This design comes from an exercise in tuning for small area on the open sky130 flow, not from production work. Function was checked by simulation only, so behaviour that the tests miss may differ from the original. Power is estimated from default activity; no workload was simulated.

// instr_register_pipe
module instr_register_pipe #(
  parameter int DEPTH = 32,
  parameter int OP_W  = 8,
  localparam int AW    = $clog2(DEPTH),
  localparam int RES_W = 2 * OP_W
) (
  input  logic                    clk,
  input  logic                    reset,
  input  logic                    load_en,
  input  logic [AW-1:0]           write_pointer,
  input  logic [2:0]              opcode,
  input  logic [OP_W-1:0]         operand_a,
  input  logic [OP_W-1:0]         operand_b,
  input  logic                    clear_en,
  input  logic                    rd_en,
  input  logic [AW-1:0]           read_pointer,
  output logic                    rd_valid,
  output logic                    rd_hit,
  output logic [2:0]              rd_opcode,
  output logic [OP_W-1:0]         rd_operand_a,
  output logic [OP_W-1:0]         rd_operand_b,
  output logic [RES_W-1:0]        rd_result,
  output logic                    rd_div0,
  output logic [AW:0]             entry_count,
  output logic                    full
);
Size: about 690 flip-flops.
Settings: LEC_CHECK=0, CAP_MARGIN=20, CORE_MARGIN=2, CORE_UTILIZATION=40, SLEW_MARGIN=20, SYNTH_HIERARCHICAL=1, SYNTH_MINIMUM_KEEP_SIZE=0; clock period 30.0 ns.
standard.sh (not shown) runs the stock make flow with config.mk's settings and CLKGATE_MAP_FILE= SYNTH_SCRIPT=/design/flow/synth_recipe.tcl, a recipe that flattens the netlist after the stock synthesis.
==> flow/flow/run.sh <==
#!/bin/bash
# Own layout flow: the standard ORFS flow (standard.sh) with
#  - synthesis identical to synth_recipe.tcl except for the ABC mapping script
#    (area-oriented mapping; registers are mapped before ABC, so their names
#    and cell types are those of the standard synthesis),
#  - small port buffers,
#  - a clock tree built from smaller clock buffers without dummy loads.
# Each tool's full output goes to a log file in the work folder.
set -euo pipefail
WORK=$(pwd)
FLOWDIR=$WORK/flow

# Synthesis script: synth_recipe.tcl with ORFS synth.tcl patched to use our ABC script
cp "$FLOW_HOME/scripts/synth_preamble.tcl" "$WORK/my_preamble.tcl"
echo "set abc_args [lreplace \$abc_args 1 1 $FLOWDIR/abc_area.script]" >> "$WORK/my_preamble.tcl"
sed "s#source \$::env(SCRIPTS_DIR)/synth_preamble.tcl#source $WORK/my_preamble.tcl#" "$FLOW_HOME/scripts/synth.tcl" > "$WORK/my_synth_core.tcl"
sed "s#source \$::env(SCRIPTS_DIR)/synth.tcl#source $WORK/my_synth_core.tcl#" "$WORK/synth_recipe.tcl" > "$WORK/my_synth.tcl"
grep -q my_synth_core "$WORK/my_synth.tcl"
grep -q abc_area.script "$WORK/my_preamble.tcl"
sed "s#SYNTH_SCRIPT=[^ ]*#SYNTH_SCRIPT=$WORK/my_synth.tcl#" "$WORK/standard.sh" > "$WORK/my_standard.sh"
grep -q "SYNTH_SCRIPT=$WORK/my_synth.tcl" "$WORK/my_standard.sh"

export BUFFER_PORTS_ARGS="-buffer_cell sky130_fd_sc_hd__buf_1"
export CTS_ARGS="-sink_clustering_enable -repair_clock_nets -dont_use_dummy_load -buf_list sky130_fd_sc_hd__clkbuf_8 -sink_clustering_size 16 -sink_clustering_max_diameter 60"

bash "$WORK/my_standard.sh" synth > "$WORK/log_synth.txt" 2>&1
bash "$WORK/my_standard.sh" > "$WORK/log_layout.txt" 2>&1
==> flow/flow/abc_area.script <==
strash
dc2
dch -f
amap
topo
dnsize -c
Then changed:
- CAP_MARGIN: 20 -> 0
- CORE_UTILIZATION: 40 -> 60
- SLEW_MARGIN: 20 -> 0
Effect:
- The new run completed without violations
- final area falls by about 1.5%
- combinational power decreases by about 9%
- sequential power hardly moves
- routed wire length decreases by about 4%
- final cell count shrinks by 10%
- die area is lower by about 33%
- clock-buffer cell count falls by 4
- utilization goes up by 22 points
Then changed:
--- a/flow/flow/run.sh
+++ b/flow/flow/run.sh
@@ -23,3 +23,3 @@
 export BUFFER_PORTS_ARGS="-buffer_cell sky130_fd_sc_hd__buf_1"
-export CTS_ARGS="-sink_clustering_enable -repair_clock_nets -dont_use_dummy_load -buf_list sky130_fd_sc_hd__clkbuf_8 -sink_clustering_size 16 -sink_clustering_max_diameter 60"
+export CTS_ARGS="-sink_clustering_enable -repair_clock_nets -dont_use_dummy_load -buf_list sky130_fd_sc_hd__clkbuf_8 -sink_clustering_size 20 -sink_clustering_max_diameter 50"
 
- CORE_UTILIZATION: 60 -> 70
- PLACE_DENSITY: default -> 0.8
After rerunning: Power is lower by 1.7%; routed wire length shrinks by 2.4%; global-route usage rises by 4.5 points; area after synthesis is unchanged; critical path depth rises by 2; worst setup slack got worse by 260 ps.
Then changed:
--- a/flow/flow/run.sh
+++ b/flow/flow/run.sh
@@ -23,3 +23,3 @@
 export BUFFER_PORTS_ARGS="-buffer_cell sky130_fd_sc_hd__buf_1"
-export CTS_ARGS="-sink_clustering_enable -repair_clock_nets -dont_use_dummy_load -buf_list sky130_fd_sc_hd__clkbuf_8 -sink_clustering_size 20 -sink_clustering_max_diameter 50"
+export CTS_ARGS="-sink_clustering_enable -repair_clock_nets -dont_use_dummy_load -buf_list sky130_fd_sc_hd__clkbuf_8 -sink_clustering_size 16 -sink_clustering_max_diameter 60"
 
==> flow/flow/abc_area.script (replaced) <==
strash
dc2
dch -f
amap
topo
buffer -c
dnsize -c
- CORE_UTILIZATION: 70 -> 60
- PLACE_DENSITY: 0.8 -> default
Synthesized area goes up by 0.44%.
Critical path depth goes down by 2.
Power goes up by 1.4%.
Routed wire length goes up by 1.5%.
Sequential power hardly moves.
Synthesized cell count goes up by 1.8%.
Via count goes down by 2.8%.

-- separate check: timing with driven ports --
In the flow no input, the clock included, has a driving cell. The finished layouts below were timed again as built, in two steps.
Step 1, drivers: a clkbuf_16 drives clk and a buf_2 each remaining input, both assumed.
Step 2 also shifts input and output timing later by t, the mid clock arrival at the registers, as if the neighbouring blocks saw the same clock.
Slacks: no drivers / after step 1 / after step 2; pairs: no drivers / after step 1.
| run | shift t [ns] | setup slack, ns | clock arrival spread, ns |
|---|---|---|---|
| the first run | 0.694 | 2.120 / 2.063 / 2.756 | 0.119 / 0.119 |
| the second run | 0.692 | 2.166 / 2.112 / 2.804 | 0.113 / 0.113 |
| the third run | 0.696 | 1.902 / 1.853 / 2.549 | 0.122 / 0.122 |
| the fourth run | 0.675 | 2.376 / 2.322 / 2.998 | 0.147 / 0.147 |
After both steps setup and hold are still met in every run listed.
